Context: an optimization exercise on an open-source flow, tuned for small area, a short achievable clock period and few clock cycles. The choices shown serve that exercise and are no tape-out recipe.
Function was checked by simulation only, so behaviour that the tests miss may differ from the original.
Power figures rest on the tool's default switching activity, not on a simulated workload.

`flow/design.v`:
```
`timescale 1ns / 1ps
package trtcm_pkg;
  localparam int WordW    = 64;
  localparam int HalfW    = WordW / 2;
  localparam int LenW     = 16;
  localparam int ColorW   = 2;
  localparam int CfgIdxW  = 3;
  localparam int InDataW  = 80;    
  localparam int OutDataW = 8;     
  localparam int DivSteps = WordW;
  localparam int DivCntW  = $clog2(DivSteps);
  localparam int MulSteps = 4;     
  localparam int MulCntW  = $clog2(MulSteps + 1);
  typedef logic [WordW-1:0]  word_t;
  typedef logic [ColorW-1:0] color_t;
  localparam color_t COLOR_GREEN  = 2'd0;
  localparam color_t COLOR_YELLOW = 2'd1;
  localparam color_t COLOR_RED    = 2'd2;
  localparam logic [CfgIdxW-1:0] CFG_PEAK_PERIOD  = 3'd0;
  localparam logic [CfgIdxW-1:0] CFG_PEAK_RATE    = 3'd1;
  localparam logic [CfgIdxW-1:0] CFG_COMM_PERIOD  = 3'd2;
  localparam logic [CfgIdxW-1:0] CFG_COMM_RATE    = 3'd3;
  localparam logic [CfgIdxW-1:0] CFG_PEAK_BURST   = 3'd4;
  localparam logic [CfgIdxW-1:0] CFG_COMM_BURST   = 3'd5;
  localparam logic [CfgIdxW-1:0] CFG_COUNT_BYTES  = 3'd6;
  typedef struct packed {
    logic load;        
    logic side;
    logic div_start;
    logic mul_start;
    logic fill;        
    logic decide;      
    logic pass;        
    logic out_load;
  } cmd_t;
  typedef struct packed {
    logic peak_zero;
    logic comm_zero;
    logic div_done;
    logic mul_done;
    logic out_free;
  } status_t;
endpackage
`timescale 1ns / 1ps
module trtcm_div (
  input  logic                 clk,
  input  logic                 rst,
  input  logic                 start,      
  input  logic                 upd,        
  input  trtcm_pkg::word_t     now,
  input  trtcm_pkg::word_t     period,
  input  trtcm_pkg::word_t     rate,
  output logic                 busy,
  output trtcm_pkg::word_t     prod,
  output logic                 prod_sat
);
  localparam logic [1:0] B_DONE = 2'd0;
  localparam logic [1:0] B_LVL  = 2'd1;
  localparam logic [1:0] B_GROW = 2'd2;
  localparam logic [1:0] B_DIV  = 2'd3;
  logic [1:0]        bst;
  logic [5:0]        lvl;
  trtcm_pkg::word_t  nl, rem, dv, acc;
  logic              asat;
  logic [64:0] sub0, sub1, sub2, sub3;
  logic        ge0, ge1, ge2, ge3, ge4;
  trtcm_pkg::word_t sh1, sh2, sh3, sh4;
  assign sh1 = {period[62:0], 1'b0};
  assign sh2 = {period[61:0], 2'b0};
  assign sh3 = {period[60:0], 3'b0};
  assign sh4 = {period[59:0], 4'b0};
  assign sub0 = {1'b0, rem} - {1'b0, period};
  assign sub1 = {1'b0, rem} - {1'b0, sh1};
  assign sub2 = {1'b0, rem} - {1'b0, sh2};
  assign sub3 = {1'b0, rem} - {1'b0, sh3};
  assign ge0 = ~sub0[64];
  assign ge1 = ~sub1[64] & ~period[63];
  assign ge2 = ~sub2[64] & ~|period[63:62];
  assign ge3 = ~sub3[64] & ~|period[63:61];
  assign ge4 = (rem >= sh4) & ~|period[63:60];
  logic [64:0] dsub;
  logic        fits;
  logic [64:0] hsum;
  assign dsub = {1'b0, rem} - {1'b0, dv};
  assign fits = ~dsub[64];
  assign hsum = {1'b0, acc[62:0], 1'b0} + {1'b0, rate};
  always_ff @(posedge clk) begin
    if (rst) begin
      bst  <= B_DONE;
      nl   <= '0;
      rem  <= '0;
    end else if (start) begin
      acc  <= '0;
      asat <= 1'b0;
      if (upd) begin
        nl  <= now;
        rem <= now - nl + rem;
        bst <= B_LVL;
      end
    end else begin
      case (bst)
        B_LVL: begin
          if (!ge0) begin
            bst <= B_DONE;
          end else if (ge4) begin
            dv  <= sh4;
            lvl <= 6'd4;
            bst <= B_GROW;
          end else begin
            acc <= rate;
            if (ge3) begin
              rem <= sub3[63:0];
              dv  <= sh2;
              lvl <= 6'd2;
              bst <= B_DIV;
            end else if (ge2) begin
              rem <= sub2[63:0];
              dv  <= sh1;
              lvl <= 6'd1;
              bst <= B_DIV;
            end else if (ge1) begin
              rem <= sub1[63:0];
              dv  <= period;
              lvl <= 6'd0;
              bst <= B_DIV;
            end else begin
              rem <= sub0[63:0];
              bst <= B_DONE;
            end
          end
        end
        B_GROW: begin
          if (fits) begin
            if (dv[63]) begin
              bst <= B_DIV;
            end else begin
              dv  <= {dv[62:0], 1'b0};
              lvl <= lvl + 6'd1;
            end
          end else begin
            dv  <= {1'b0, dv[63:1]};
            lvl <= lvl - 6'd1;
            bst <= B_DIV;
          end
        end
        B_DIV: begin
          if (fits) begin
            rem  <= dsub[63:0];
            acc  <= hsum[63:0];
            asat <= asat | acc[63] | hsum[64];
          end else begin
            acc  <= {acc[62:0], 1'b0};
            asat <= asat | acc[63];
          end
          dv  <= {1'b0, dv[63:1]};
          lvl <= lvl - 6'd1;
          if (lvl == 6'd0) bst <= B_DONE;
        end
        default: ;
      endcase
    end
  end
  assign busy     = (bst != B_DONE);
  assign prod     = acc;
  assign prod_sat = asat;
endmodule
`timescale 1ns / 1ps
module trtcm_dp (
  input  logic [trtcm_pkg::WordW:0]    fx,       
  input  logic                         fo,       
  input  trtcm_pkg::word_t             burst,
  input  logic [trtcm_pkg::LenW-1:0]   charge,
  input  logic                         keep,     
  output logic                         lt,       
  output trtcm_pkg::word_t             ntok
);
  localparam int W = trtcm_pkg::WordW;
  localparam int L = trtcm_pkg::LenW;
  logic  over, lt_b, lt_x;
  trtcm_pkg::word_t x, b_d, x_d;
  assign x    = fx[W-1:0];
  assign over = fo | fx[W] | (x > burst);
  assign lt_b = (burst[W-1:L] == '0) && (burst[L-1:0] < charge);
  assign lt_x = (x[W-1:L] == '0) && (x[L-1:0] < charge);
  assign b_d  = burst - W'(charge);
  assign x_d  = x - W'(charge);
  assign lt   = over ? lt_b : lt_x;
  always_comb begin
    if (over) ntok = (lt_b || keep) ? burst : b_d;
    else      ntok = (lt_x || keep) ? x : x_d;
  end
endmodule
`timescale 1ns / 1ps
module trtcm_ctrl (
  input  logic                           clk,
  input  logic                           rst,
  input  logic                           push,
  input  trtcm_pkg::color_t              din,
  input  logic                           pop,
  output logic                           valid,
  output logic [trtcm_pkg::OutDataW-1:0] dout
);
  localparam int D = 4;
  trtcm_pkg::color_t q  [D];
  trtcm_pkg::color_t qs [D];
  logic [D-1:0]      v, vs, vn;
  trtcm_pkg::color_t qn [D];
  always_comb begin
    vs = pop ? {1'b0, v[D-1:1]} : v;
    for (int i = 0; i < D; i++) begin
      qs[i] = (pop && i < D - 1) ? q[(i + 1) % D] : q[i];
    end
    vn = vs;
    for (int i = 0; i < D; i++) begin
      qn[i] = qs[i];
      if (push && !vs[i] && (i == 0 || vs[(i + D - 1) % D])) begin
        vn[i] = 1'b1;
        qn[i] = din;
      end
    end
  end
  always_ff @(posedge clk) begin
    if (rst) v <= '0;
    else     v <= vn;
  end
  always_ff @(posedge clk) begin
    for (int i = 0; i < D; i++) q[i] <= qn[i];
  end
  assign valid = v[0];
  assign dout  = {{(trtcm_pkg::OutDataW - trtcm_pkg::ColorW){1'b0}}, q[0]};
endmodule
`timescale 1ns / 1ps
module two_rate_three_color_meter_core (
  input  logic                                clk,
  input  logic                                rst,
  input  logic                                cfg_we,
  input  logic [trtcm_pkg::CfgIdxW-1:0]       cfg_index,
  input  logic [trtcm_pkg::WordW-1:0]         cfg_data,
  input  logic                                s_tvalid,
  output logic                                s_tready,
  input  logic [trtcm_pkg::InDataW-1:0]       s_tdata,   
  output logic                                m_tvalid,
  input  logic                                m_tready,
  output logic [trtcm_pkg::OutDataW-1:0]      m_tdata    
);
  trtcm_pkg::word_t peak_period, peak_rate, comm_period, comm_rate, peak_burst, comm_burst;
  logic  count_bytes;
  trtcm_pkg::word_t cfg_wd;
  assign cfg_wd = rst ? '0 : cfg_data;
  always_ff @(posedge clk) begin
    if (rst || (cfg_we && cfg_index == trtcm_pkg::CFG_PEAK_PERIOD)) peak_period <= cfg_wd;
    if (rst || (cfg_we && cfg_index == trtcm_pkg::CFG_PEAK_RATE))   peak_rate   <= cfg_wd;
    if (rst || (cfg_we && cfg_index == trtcm_pkg::CFG_COMM_PERIOD)) comm_period <= cfg_wd;
    if (rst || (cfg_we && cfg_index == trtcm_pkg::CFG_COMM_RATE))   comm_rate   <= cfg_wd;
    if (rst || (cfg_we && cfg_index == trtcm_pkg::CFG_PEAK_BURST))  peak_burst  <= cfg_wd;
    if (rst || (cfg_we && cfg_index == trtcm_pkg::CFG_COMM_BURST))  comm_burst  <= cfg_wd;
    if (rst || (cfg_we && cfg_index == trtcm_pkg::CFG_COUNT_BYTES)) count_bytes <= cfg_wd[0];
  end
  logic peak_zero, comm_zero;
  assign peak_zero = (peak_period == '0);
  assign comm_zero = (comm_period == '0);
  logic [trtcm_pkg::InDataW-1:0] pin;
  logic               pin_v;
  logic               acc_pkt;
  always_ff @(posedge clk) begin
    pin <= s_tdata;
    if (rst) pin_v <= 1'b0;
    else     pin_v <= s_tvalid & ~acc_pkt;
  end
  logic  eng_has, eng_pass;
  logic  busy_p, busy_c, sat_p, sat_c;
  trtcm_pkg::word_t prod_p, prod_c;
  logic  f_go;
  logic [2:0] resv;
  logic  pop;
  assign f_go     = eng_has & ~busy_p & ~busy_c;
  assign acc_pkt  = pin_v & (~eng_has | f_go) & (resv != 3'd4);
  assign s_tready = acc_pkt;
  trtcm_div u_peak (
    .clk      (clk),
    .rst      (rst),
    .start    (acc_pkt & ~peak_zero),
    .upd      (1'b1),
    .now      (pin[trtcm_pkg::LenW +: trtcm_pkg::WordW]),
    .period   (peak_period),
    .rate     (peak_rate),
    .busy     (busy_p),
    .prod     (prod_p),
    .prod_sat (sat_p)
  );
  trtcm_div u_comm (
    .clk      (clk),
    .rst      (rst),
    .start    (acc_pkt & ~peak_zero),
    .upd      (~comm_zero),
    .now      (pin[trtcm_pkg::LenW +: trtcm_pkg::WordW]),
    .period   (comm_period),
    .rate     (comm_rate),
    .busy     (busy_c),
    .prod     (prod_c),
    .prod_sat (sat_c)
  );
  logic [trtcm_pkg::LenW-1:0] len_a;
  always_ff @(posedge clk) begin
    if (rst) begin
      eng_has  <= 1'b0;
    end else if (acc_pkt) begin
      eng_has  <= 1'b1;
    end else if (f_go) begin
      eng_has  <= 1'b0;
    end
  end
  always_ff @(posedge clk) begin
    if (acc_pkt) begin
      eng_pass <= peak_zero;
      len_a    <= pin[trtcm_pkg::LenW-1:0];
    end
  end
  trtcm_pkg::word_t           tok_p, tok_c;
  logic [trtcm_pkg::WordW:0]  fx_p, fx_c;
  logic            fo_p, fo_c;
  logic [trtcm_pkg::LenW-1:0] f_chg;
  logic            f_pass, c_v;
  always_ff @(posedge clk) begin
    if (rst) c_v <= 1'b0;
    else     c_v <= f_go;
  end
  always_ff @(posedge clk) begin
    if (f_go) begin
      fx_p   <= {1'b0, tok_p} + {1'b0, prod_p};
      fx_c   <= {1'b0, tok_c} + {1'b0, prod_c};
      fo_p   <= sat_p;
      fo_c   <= sat_c;
      f_chg  <= count_bytes ? len_a : trtcm_pkg::LenW'(1);
      f_pass <= eng_pass;
    end
  end
  logic   red, yellow;
  trtcm_pkg::word_t  ntok_p, ntok_c;
  trtcm_pkg::color_t color;
  trtcm_dp u_dec_p (
    .fx     (fx_p),
    .fo     (fo_p),
    .burst  (peak_burst),
    .charge (f_chg),
    .keep   (1'b0),
    .lt     (red),
    .ntok   (ntok_p)
  );
  trtcm_dp u_dec_c (
    .fx     (fx_c),
    .fo     (fo_c),
    .burst  (comm_burst),
    .charge (f_chg),
    .keep   (red),
    .lt     (yellow),
    .ntok   (ntok_c)
  );
  always_ff @(posedge clk) begin
    if (rst) begin
      tok_p <= '0;
      tok_c <= '0;
    end else if (c_v && !f_pass) begin
      tok_p <= ntok_p;
      tok_c <= ntok_c;
    end
  end
  assign color = f_pass ? trtcm_pkg::COLOR_GREEN :
                 red    ? trtcm_pkg::COLOR_RED   :
                 yellow ? trtcm_pkg::COLOR_YELLOW : trtcm_pkg::COLOR_GREEN;
  assign pop = m_tvalid & m_tready;
  always_ff @(posedge clk) begin
    if (rst) resv <= '0;
    else     resv <= resv + 3'(acc_pkt) - 3'(pop);
  end
  trtcm_ctrl u_q (
    .clk     (clk),
    .rst     (rst),
    .push    (c_v),
    .din     (color),
    .pop     (pop),
    .valid   (m_tvalid),
    .dout    (m_tdata)
  );
endmodule
```
`flow/run.sh`:
```
#!/bin/bash
# synth_recipe.tcl (not shown) runs the flow's synth.tcl, then flattens the netlist and writes it again
# the make line also repeats each setting of config.mk as NAME=value (left out here)
make -C /OpenROAD-flow-scripts/flow DESIGN_CONFIG=/design/flow/config.mk WORK_HOME=/design/flow/orfs CLKGATE_MAP_FILE= SYNTH_SCRIPT=/design/flow/synth_recipe.tcl finish
```
`flow/config.mk`:
```
export PLATFORM = sky130hd
export DESIGN_NAME = two_rate_three_color_meter_core
export DESIGN_NICKNAME = two_rate_three_color_meter_core
export VERILOG_FILES = /design/flow/design.v
export SDC_FILE = /design/flow/constraint.sdc
export NUM_CORES = 4
export LEC_CHECK = 0
export CAP_MARGIN = 20
export CORE_MARGIN = 2
export CORE_UTILIZATION = 40
export SLEW_MARGIN = 20
```
`flow/constraint.sdc`:
```
create_clock -name core_clock -period 11.0 [get_ports {clk}]
set_input_delay 2.2000 -clock core_clock [delete_from_list [all_inputs] [get_ports {clk}]]
set_output_delay 2.2000 -clock core_clock [all_outputs]
set_load 0.01 [all_outputs]
```
==> summary.txt <==
Run status:
- The run finished with no timing, DRC or antenna violations.

CTS:
- Clock latency on the worst-skew pair, taken at its later pin, is 0.91 ns.
- The H-tree generated during clock tree synthesis spans 4 levels.
- The number of CTS-inserted buffers is between 150 and 200.
- Clock-pin slew was measured on the worst setup and hold paths at 0.07 ns.
- The clock sink count is roughly 1300.
- Post-CTS timing repair inserted 0 buffers for setup.
- For this design, the CTS-stage hold fixing added 0 buffers.
- After clock tree synthesis, the repair step resized 0 gates.
- The clock passes through at most 4 buffers.
- The CTS root buffer is sky130_fd_sc_hd__clkbuf_16.
- TritonCTS built the clock tree.

Drt:
- The number of vias per cell is ~6.3.
- The first TritonRoute pass finished after 13 iterations.
- The total routed wirelength is 554 mm.
- Dividing the detail-routed wire length by the instance count gives 27.2 um.
- The number of routed nets with antenna violations is 0.
- The total number of vias is 127899.
- In the routed design, unresolved DRC markers number 0.
- In this run, the number of DRC markers left after iteration 0 of detailed routing was 15132.

Timing:
- The post-layout minimum cycle time is 8.11 ns.
- Measured against its own limit, the worst slew margin works out to ~14%.
- The max-slew violation count is 0.
- Timing would allow up to 0.123 GHz.
- The maximum clock skew at final layout is roughly 0.074 ns.
- Setup repair after global routing left no endpoint under its margin.
- The actual slew at the worst max-slew pin is 1.27 ns.
- The final number of hold-violating endpoints is 0.
- The final number of setup-violating endpoints is 0.
- The setup TNS is 0 ns.
- The final cycle utilization of the critical path is 73.8%.

Placed design:
- The wire-length estimate of the detail-placed layout is 422 mm.
- Port buffering added 155 buffers.
- At the end of routability-driven placement, the weighted congestion stood at 1.03.

Worst setup path:
- The maximum fanout encountered on the critical timing path is just over 50.
- The kind of end point of the critical path is a flip-flop.
- By startpoint and endpoint, the worst setup path is classified as flip-flop to flip-flop.
- The kind of launch point of the worst setup path is a flip-flop.
- The arrival time at the worst endpoint is 8.60 ns.
- For the worst setup path, the data required time is 11.48 ns.

Layout:
- The library cells used most frequently in the layout, excluding fill and tap cells, are 1690 x sky130_fd_sc_hd__a21oi_1, 1406 x sky130_fd_sc_hd__nand2_1, 1338 x sky130_fd_sc_hd__ha_1, 1170 x sky130_fd_sc_hd__nor2_1, 1140 x sky130_fd_sc_hd__inv_1.
- The area growth from synthesis to layout is 9.60%.
- Cells with a size suffix above 1 make up 4.59% of the layout.
- The library cell used most frequently in the layout, excluding fill and tap cells, is sky130_fd_sc_hd__a21oi_1.
- In the final design database the tool counted between 15000 and 20000 nets.

Floorplanning:
- The floorplan step defined a die boundary enclosing 329000 um^2.
- The floorplan has 209 rows.
- The effective utilization at floorplan is 40.1%.
- The die is between 500 and 600 um wide.
- The boundary pin count is roughly 160.
- The floorplan step defined a core boundary enclosing 323000 um^2.
- In this run the vertical extent of the chip is 573 um.

Global routing:
- The first-pass GRT wire length is 794 mm.
- Global routing consumed, over all layers together, 32.1% of the routing resources.
- Entering global routing, the biggest net connects 142 pins.
- For this run the aggregate overflow at the end of global routing stands at 0.
- The initial antenna violation count is 67.
- The number of global-route vias before repair is 116332.

Pwr:
- Cell internal power was estimated by the tool at 13.9 mW.
- The power density of the placed cells is 178 nW/um^2.
- The proportion of power drawn by the clock network is 23.8%.
- Power comes to 25.3 mW.
- In this run the static leakage power is between 60 and 70 nW.
- Of the total power, registers draw 25.3%.
- Net switching is 45.2% of the power.
- The worst ir drop on vdd is 130 uV.
- The net switching component of the power is ~11 mW.
- Combinational logic is responsible for 51.0% of the overall power.

Synth:
- Counting flops with an async set or reset pin after synthesis yields a share of 0%.
- Synthesis produced a netlist whose cell count is 16007.
- Sequential cells were found to cover 26.6% of the synthesized design area.
- The count of flip-flops with a built-in enable after synthesis is 829.
- The synthesized design contains roughly 1300 register bits.
- The count of different cell masters after synthesis is 94.
- In the synthesized netlist the dominant register cell turns out to be sky130_fd_sc_hd__edfxtp_1.
- The synthesized netlist occupies a cell area of 130000 um^2.
- The synthesized area per cell is 8.10 um^2.
- For this run, the number of Yosys warnings is 7.

Run:
- The max-cap violation count is 0.

Min path:
- The worst hold path belongs to the class flip-flop to flip-flop.
==> cell families (layout without fill, tap and decap cells) <==
family	after synthesis	in the layout	synth area share, %
flops	1307	1307	26.6
fa+ha+maj	1485	1485	15.2
buf+inv	1920	1820	5.60
simple gates	4413	4413	16.0
mux	69	69	0.552
compound gates	5685	5685	28.5
other cells	1	155	0.00289
xor+xnor	1127	1127	7.62
==> worst max-delay path, stage by stage, from the launching register on <==
cell and delay (ns):
sky130_fd_sc_hd__edfxtp_1 0.64, sky130_fd_sc_hd__ha_1 0.34, sky130_fd_sc_hd__fa_1 0.45, sky130_fd_sc_hd__nand2b_1 0.20, sky130_fd_sc_hd__a21oi_1 0.28, sky130_fd_sc_hd__o2111ai_1 0.35, sky130_fd_sc_hd__a21boi_0 0.97, sky130_fd_sc_hd__o211ai_1 0.29
sky130_fd_sc_hd__a211oi_1 0.50, sky130_fd_sc_hd__or2_4 0.55, sky130_fd_sc_hd__nor2_1 0.28, sky130_fd_sc_hd__nand2_1 0.13, sky130_fd_sc_hd__buf_4 0.22, sky130_fd_sc_hd__o21ai_0 0.15, sky130_fd_sc_hd__a2111oi_0 0.75, sky130_fd_sc_hd__a21boi_4 0.80
sky130_fd_sc_hd__buf_4 0.73
==> registers in the layout (all words and copies together), names as in the netlist, 16 cells and up <==
register	cells
comm_burst	64
comm_period	64
comm_rate	64
f_chg	16
fx_c	65
fx_p	65
len_a	16
peak_burst	64
peak_period	64
peak_rate	64
pin	80
tok_c	64
tok_p	64
u_comm.acc	64
u_comm.dv	64
u_comm.nl	64
u_comm.rem	64
u_peak.acc	64
u_peak.dv	64
u_peak.nl	64
u_peak.rem	64
==> metal layers <==
layer	vias up	wire length, um	share of wire, %	track usage, %
li1	58866	-	-	-
met1	60854	222000	40	40.9
met2	6706	243000	44	48.9
met3	1469	50500	9.1	5.52
met4	4	39600	7.1	23.1
met5	-	23	0.0041	0
==> cells in the mapped netlist, drive strengths merged (283+ instances only) <==
cell type | count | area [um^2]
xor2 | 430 | 3770
a21oi | 1692 | 8470
edfxtp | 829 | 24900
nand3 | 283 | 1430
nor2 | 1185 | 4450
o211ai | 315 | 2360
nand4 | 292 | 1830
o21ai | 1020 | 5100
ha | 1340 | 16800
a211oi | 335 | 2530
nand2 | 1416 | 5320
a21o | 772 | 5800
xnor2 | 697 | 6100
dfxtp | 478 | 9570
clkbuf | 698 | 2620
inv | 1145 | 4300
==> metrics by stage <==
stage / cells / setup WS, ns / area (um^2) / hold slack (ns) / utilization, %
2_1_floorplan: 16012 / 1.58 / 130000 / 0.386 / -
4_1_cts: 20236 / 3.36 / 142000 / 0.404 / 43.8
6_report: 20386 / 2.89 / 142000 / 0.404 / 44.0
3_5_place_dp: 19931 / 3.48 / 136000 / 0.389 / 42.0
3_3_place_gp: 19930 / 3.59 / 136000 / 0.387 / 42.0
5_1_grt: 20275 / 2.89 / 142000 / 0.409 / 43.9
==> layout make-up <==
class	count	area (um^2)
fill	32660	181000
multi-input combinational	12785	88500
sequential	1307	34500
tap	4325	5410
clock buffer	210	4550
inverter	1145	4310
timing repair buffer	370	3220
clock inverter	95	1230
antenna	149	373
==> path summary, 6_finish.rpt <==
| path | from | endpoint | slack (ns) | depth (start not counted) |
|---|---|---|---|---|
| setup / recovery | peak_period[0]$_DFFE_PP_ | u_peak.dv[56]$_DFFE_PP_ | 2.89 | 16 |
| hold / removal | pin[14]$_DFF_P_ | len_a[14]$_DFFE_PP_ | 0.40 | 0 |
| setup reg to reg | peak_period[0]$_DFFE_PP_ | u_peak.dv[56]$_DFFE_PP_ | 2.89 | 16 |
| hold reg to reg | pin[14]$_DFF_P_ | len_a[14]$_DFFE_PP_ | 0.40 | 0 |
==> power groups by stage <==
stage          Sequential, mW  Combinational, mW  Clock, mW
5_1_grt                  6.41               13.9       6.22
3_5_place_dp             6.47               12.5          0
6_report                 6.40               12.9       6.02
3_3_place_gp             6.46               12.5          0
4_1_cts                  6.37               12.6       6.05
2_1_floorplan            6.15               8.75          0
Testbench counts, summed over its fixed seeds: cycles 5,811.

-- what the ideal ports hide --
The flow's constraints put no driver on any port. The routed layout listed below was extracted and timed again, unchanged, in two steps.
Step 1 sets driving cells, clkbuf_16 on the clock port and buf_2 on the other inputs (assumed; they add their load-dependent delay and slew).
Step 2, shift: input delay + t, output delay - t, t = (earliest + latest rising clock arrival at the registers) / 2. This alone moves slack from input paths to output paths.
a / b / c = ideal / step 1 / step 2; a / b = the first two.
t, ns: 0.976
slack for setup (ns): 2.886 / 2.886 / 2.886
worst setup path after step 2: register to register
worst slew at a driven data input, ns: 0.10
After both steps this run still meets setup and hold. The setup slack of this run moves by 0.000 ns with the drivers and by 0.000 ns with both steps.
